This is an optimization exercise on Yosys and OpenROAD, whose aim is small area, a short achievable clock period and few clock cycles per item, not a production implementation.
The RTL was checked by simulation tests, not by an equivalence proof against the original design.

$ cat flow/config.mk
export PLATFORM = sky130hd
export DESIGN_NAME = fir_mac_ctrl
export DESIGN_NICKNAME = fir_mac_ctrl
export VERILOG_FILES = /design/flow/design.v
export SDC_FILE = /design/flow/constraint.sdc
export NUM_CORES = 4
export LEC_CHECK = 0
export CAP_MARGIN = 20
export CORE_MARGIN = 2
export CORE_UTILIZATION = 40
export SLEW_MARGIN = 20
$ cat flow/constraint.sdc
create_clock -name core_clock -period 10.0 [get_ports {clk}]
set_input_delay 2.0000 -clock core_clock [delete_from_list [all_inputs] [get_ports {clk}]]
set_output_delay 2.0000 -clock core_clock [all_outputs]
set_load 0.01 [all_outputs]
$ cat flow/design.v
package fir_pkg;
  typedef enum logic [1:0] {
    ST_IDLE = 2'd0,
    ST_MAC  = 2'd1,
    ST_DONE = 2'd2
  } fir_state_e;
  localparam int FIR_DW   = 32;
  localparam int FIR_CW   = 16;
  localparam int FIR_TAPS = 8;
  localparam int FIR_ACCW = FIR_DW + FIR_CW + $clog2(FIR_TAPS);
endpackage
import fir_pkg::*;
module fir_mac #(
  parameter int DW   = FIR_DW,
  parameter int CW   = FIR_CW,
  parameter int ACCW = FIR_ACCW
) (
  input  logic            clk,
  input  logic            rst_n,
  input  logic            clear_i,
  input  logic            en_i,
  input  logic [DW-1:0]   sample_i,
  input  logic [CW-1:0]   coef_i,
  output logic [ACCW-1:0] acc_o,
  output logic [ACCW-1:0] term_o
);
  logic [DW+CW-1:0] prod_s;
  logic [ACCW-1:0]  term_s;
  logic [ACCW-1:0]  acc_d;
  logic [ACCW-1:0]  acc_q;
  always_comb begin
    prod_s = {{CW{1'b0}}, sample_i} * {{DW{1'b0}}, coef_i};
    term_s = {{(ACCW-DW-CW){1'b0}}, prod_s};
  end
  always_comb begin
    acc_d = acc_q;
    if (clear_i) begin
      acc_d = {ACCW{1'b0}};
    end else if (en_i) begin
      acc_d = acc_q + term_s;
    end else begin
      acc_d = acc_q;
    end
  end
  always_ff @(posedge clk or negedge rst_n) begin
    if (!rst_n) begin
      acc_q <= {ACCW{1'b0}};
    end else begin
      acc_q <= acc_d;
    end
  end
  assign acc_o  = acc_q;
  assign term_o = term_s;
endmodule
import fir_pkg::*;
module fir_mac_ctrl #(
  parameter int DW   = FIR_DW,
  parameter int CW   = FIR_CW,
  parameter int TAPS = FIR_TAPS,
  parameter int AW   = $clog2(TAPS),
  parameter int ACCW = DW + CW + $clog2(TAPS)
) (
  input  logic            clk,
  input  logic            rst_n,
  input  logic            in_valid,
  output logic            in_ready,
  input  logic [DW-1:0]   in_data,
  input  logic            coef_we,
  input  logic [AW-1:0]   coef_addr,
  input  logic [CW-1:0]   coef_data,
  output logic            out_valid,
  input  logic            out_ready,
  output logic [ACCW-1:0] out_data,
  output logic            busy
);
  fir_pkg::fir_state_e state_q;
  fir_pkg::fir_state_e state_d;
  logic [AW-1:0]   wr_ptr_q, wr_ptr_d;
  logic [AW-1:0]   head_q, head_d;
  logic [AW-1:0]   k_q, k_d;
  logic [DW-1:0]   dly_q [TAPS];
  logic [DW-1:0]   dly_d [TAPS];
  logic [CW-1:0]   coef_q [TAPS];
  logic [CW-1:0]   coef_d [TAPS];
  logic            in_ready_q, in_ready_d;
  logic            out_valid_q, out_valid_d;
  logic            busy_q, busy_d;
  logic [ACCW-1:0] out_data_q, out_data_d;
  logic            accept_s;
  logic            last_s;
  logic            mac_en_s;
  logic            coef_wr_s;
  logic [AW-1:0]   rd_idx_s;
  logic [DW-1:0]   sample_s;
  logic [CW-1:0]   coef_s;
  logic [ACCW-1:0] acc_s;
  logic [ACCW-1:0] term_s;
  always_comb begin
    accept_s  = (state_q == ST_IDLE) && in_valid;
    mac_en_s  = (state_q == ST_MAC);
    last_s    = (state_q == ST_MAC) && (k_q == AW'(TAPS - 1));
    coef_wr_s = coef_we && !busy_q;
    rd_idx_s  = head_q - k_q;
    sample_s  = dly_q[rd_idx_s];
    coef_s    = coef_q[k_q];
  end
  always_comb begin
    state_d = state_q;
    case (state_q)
      ST_IDLE: begin
        if (in_valid) state_d = ST_MAC;
        else          state_d = ST_IDLE;
      end
      ST_MAC: begin
        if (last_s) state_d = ST_DONE;
        else        state_d = ST_MAC;
      end
      ST_DONE: begin
        if (out_ready) state_d = ST_IDLE;
        else           state_d = ST_DONE;
      end
      default: state_d = ST_IDLE;
    endcase
  end
  always_comb begin
    in_ready_d  = (state_d == ST_IDLE);
    busy_d      = (state_d != ST_IDLE);
    out_valid_d = (state_d == ST_DONE);
    if (last_s) begin
      out_data_d = acc_s + term_s;
    end else begin
      out_data_d = out_data_q;
    end
  end
  always_comb begin
    wr_ptr_d = wr_ptr_q;
    head_d   = head_q;
    k_d      = k_q;
    for (int i = 0; i < TAPS; i++) dly_d[i] = dly_q[i];
    if (accept_s) begin
      dly_d[wr_ptr_q] = in_data;
      head_d          = wr_ptr_q;
      wr_ptr_d        = wr_ptr_q + AW'(1);
      k_d             = {AW{1'b0}};
    end else if (mac_en_s) begin
      k_d = k_q + AW'(1);
    end else begin
      k_d = k_q;
    end
  end
  always_comb begin
    for (int i = 0; i < TAPS; i++) coef_d[i] = coef_q[i];
    if (coef_wr_s) begin
      coef_d[coef_addr] = coef_data;
    end else begin
      for (int i = 0; i < TAPS; i++) coef_d[i] = coef_q[i];
    end
  end
  always_ff @(posedge clk or negedge rst_n) begin
    if (!rst_n) begin
      state_q <= ST_IDLE;
    end else begin
      state_q <= state_d;
    end
  end
  always_ff @(posedge clk or negedge rst_n) begin
    if (!rst_n) begin
      in_ready_q  <= 1'b1;
      out_valid_q <= 1'b0;
      busy_q      <= 1'b0;
      out_data_q  <= {ACCW{1'b0}};
    end else begin
      in_ready_q  <= in_ready_d;
      out_valid_q <= out_valid_d;
      busy_q      <= busy_d;
      out_data_q  <= out_data_d;
    end
  end
  always_ff @(posedge clk or negedge rst_n) begin
    if (!rst_n) begin
      wr_ptr_q <= {AW{1'b0}};
      head_q   <= {AW{1'b0}};
      k_q      <= {AW{1'b0}};
      for (int i = 0; i < TAPS; i++) begin
        dly_q[i]  <= {DW{1'b0}};
        coef_q[i] <= {CW{1'b0}};
      end
    end else begin
      wr_ptr_q <= wr_ptr_d;
      head_q   <= head_d;
      k_q      <= k_d;
      for (int i = 0; i < TAPS; i++) begin
        dly_q[i]  <= dly_d[i];
        coef_q[i] <= coef_d[i];
      end
    end
  end
  fir_mac #(
    .DW   (DW),
    .CW   (CW),
    .ACCW (ACCW)
  ) u_mac (
    .clk      (clk),
    .rst_n    (rst_n),
    .clear_i  (accept_s),
    .en_i     (mac_en_s),
    .sample_i (sample_s),
    .coef_i   (coef_s),
    .acc_o    (acc_s),
    .term_o   (term_s)
  );
  assign in_ready  = in_ready_q;
  assign out_valid = out_valid_q;
  assign out_data  = out_data_q;
  assign busy      = busy_q;
endmodule
$ cat flow/run.sh
#!/bin/bash
# synth_recipe.tcl (not shown) runs the flow's synth.tcl, then flattens the netlist and writes it again
# the make line also repeats each setting of config.mk as NAME=value (left out here)
make -C /OpenROAD-flow-scripts/flow DESIGN_CONFIG=/design/flow/config.mk WORK_HOME=/design/flow/orfs CLKGATE_MAP_FILE= SYNTH_SCRIPT=/design/flow/synth_recipe.tcl finish
==> notes.md <==
- CTS H-tree depth: 2
- I/O Pins: 110
- Slew @ Worst Pin: 1.15 ns
- Hpwl dp: 79900 um
- Slowest CP cell: fa_1
- Largest area contributor in the netlist: dfrtp_1
- DR iter-0 viols: 2109
- Crit path max fanout: 18
- Largest family of logic cells by synthesized area: adder cells
- Synth Area in Simple Gates: 0.103
- Final setup fails: 0
- Via count: 28100
- Seq cells post-synth: 500
- Post-synth cell types: 83
- Area Growth Syn to Fin: 12.2%
- Share of cells above drive strength 1: 0.174
- Routed Antenna Nets: 0
- Final nets: 4550
- GPL Wtd Cong: 0.874
- CTS tree: built
- Max-slew violations: 0
- Adder-Cell Fraction of Synth Area: 0.280
- Post-Synth XOR/XNOR Area: 0.0105
- Required @ worst endpoint: 10.47 ns
- Setup Crit Path Kind: flop to flop
- DRC viols: 0
- Post-synth EDFFs: 0
- Top cells by area, synth: dfrtp_1 (32%), fa_1 (24%), mux2_2 (12%)
- Outcome: finished clean
- RSZ-0062 raised after global routing: false
- Synth Area in Compound Gates: 0.0801
- # clock sinks: 500
- Chip width: 318 um
- Hold_sp: out_data_q[45]
- Post-synthesis mux area share: 0.130
- Mapped cell area: 39500 um^2
- Vias in the first global route: 30200
- Clock skew: 0.0358 ns
- Worst-Skew Late Latency: 0.66 ns
- Part of the cycle the worst path needs: 0.947
- Largest net degree at the start of global routing: 161
- Startpoint class of the critical path: flop
- Chip Height: 318 um
- Post-Layout Cell Count: 5228
- Syn Nets: 4484
- Initial antenna violation count: 4
- Port bufs: 109
- Final Core Density: 0.451
- Post-DR wirelength/cell: 21.0 um
- Dominant register cell in the synthesized netlist: dfrtp_1
- Synth warnings: 6
- First-pass GRT wire length: 177000 um
- Kind of end point of the critical path: flop
- Routed WL: 110000 um
- CTS clk-pin slew, worst paths: 0.06 ns
- Fin Hold WS: 0.476 ns
- Row count: 115
- Inst Count DP: 5117
- Max-cap violation count: 0
- Vias per cell: 5.38
- Synth async-reset ratio: 1.00
- Register area share after synthesis: 0.317
- Total global routing track utilization: 0.223
- CTS Buf Count: 57
- Max Freq: 0.106 GHz
- Crit-path max cell delay: 0.57 ns
- Starting Density: 0.402
- Root cell of the clock tree: clkbuf_16
- Core footprint: 98100 um^2
- Clk buf depth: 3
- Mapped Cells: 3823
- CP startpoint: k_q[0]
- Max_slew headroom: 0.232
- Worst EP arrival: 9.95 ns
- Drt pass-1 iters: 8
- Setup total negative slack: 0 ns
- Fin. Hold Viols: 0
- Overflow after GRT: 0
- Worst Hold Class: flop to flop
- Fin crit period: 9.47 ns
- Die area: 101000 um^2
- Worst R2R Start: k_q[0]
- Average cell area after synthesis: 10.3 um^2
- Most common cell on crit path: fa_1
- Synth top area share: 0.316
## repair_timing
action,4_1_cts,5_1_grt
setup endpoints to repair,0,5
hold buffers,0,0
hold endpoints to repair,0,0
setup buffers,0,0
gates resized for setup,0,2
## critical path, delay by kind of cell, from the launching register on
family	cells	cell delay [ns]
AOI/OAI and AO/OA	11	3.00
adders and majority gates	9	4.12
buffers and inverters	5	0.69
xor gates and xnor gates	2	0.74
DFF	1	0.46
and+or+nand+nor	3	0.31
## cell families after synthesis
family,count (synthesis)
adders and majority gates,605
muxes,447
xor gates and xnor gates,44
DFF,500
and+or+nand+nor,932
buffers and inverters,810
AOI/OAI and AO/OA,485
## metal layers
layer | part of all wire | GRT usage
met3 | 0.048 | 0.0261
met5 | 0.00013 | 0
met4 | 0.031 | 0.0687
met2 | 0.50 | 0.388
met1 | 0.42 | 0.291
## registers in the layout, summed over array words and instances, names as in the netlist
| signal | flops |
|---|---|
| dly_q | 256 |
| coef_q | 128 |
| out_data_q | 51 |
| u_mac.acc_q | 51 |
| head_q | 3 |
| k_q | 3 |
| wr_ptr_q | 3 |
| state_q | 2 |
| busy_q | 1 |
| in_ready_q | 1 |
| out_valid_q | 1 |
## final timing paths
kind / endpoint / slack [ns] / depth (start not counted)
max in group asynchronous: dly_q[6][19] / 6.74 / 3
max: out_data_q[48] / 0.53 / 30
min reg2reg: out_data_q[45] / 0.48 / 2
max reg2reg: out_data_q[48] / 0.53 / 30
min in group asynchronous: out_data_q[8] / 1.36 / 1
min: out_data_q[45] / 0.48 / 2
## through the flow
step           area (um^2)  setup WS, ns
2_1_floorplan        39500          1.83
3_3_place_gp         42300         0.610
3_5_place_dp         42300         0.368
4_1_cts              44300         0.297
5_1_grt              44300        0.0252
6_report             44300         0.527
## Yosys cell counts, drive strengths merged, types with 28 or more instances
cell	n
nand2	501
buf	68
fa	467
a21oi	99
mux2	419
dfrtp	499
o21ai	159
nand3	49
ha	138
and2	39
clkbuf	139
a21o	36
nor2	197
inv	602
nor2b	51
xnor2	28
## layout make-up
type,count,area (um^2)
fill,9363,53800
multi-input combinational,2513,24000
sequential,500,12500
inverter,603,2260
timing repair buffer,214,1950
clock buffer,83,1660
tap,1287,1610
clock inverter,25,283
antenna,3,7.51
## placed cells by master, fill, tap and decap left out, drive strengths merged, types with 15 or more instances in the layout
master,count
clkdlybuf4s50,108
nor2,197
clkbuf,83
a21o,36
buf,106
nand3,49
fa,467
a21oi,99
mux2,419
a31oi,21
and2,39
o21ai,159
xnor2,28
dfrtp,499
inv,603
nor2b,51
o22ai,17
clkinv,18
a222oi,17
nand2,501
nand2b,22
mux2i,16
a221oi,26
nand4,15
ha,138
Testbench counts, summed over its fixed seeds: cycles 20,000, items 2,000.

-- port drivers added, routing unchanged --
In the flow no input, the clock included, has a driving cell. The finished layout below was timed again as built, in two steps. Step 1: set_driving_cell puts a clkbuf_16 on clk and a buf_2 on each other input, an assumption about the parent block. Step 2 times the ports against the registers' clock, not the clock port: input delays grow and output delays shrink by t, the midpoint of the rising clock arrivals with the driver on. a / b / c = ideal ports / drivers / drivers and shift; a / b = the first two.
t (ns): 0.711
setup slack, ns: 0.527 / 0.527 / 0.527
latest minus earliest clock arrival (ns): 0.035 / 0.036
After both steps setup and hold are still met in this run. For this run, drivers alone change the setup slack by 0.000 ns; drivers and shift together by 0.000 ns.
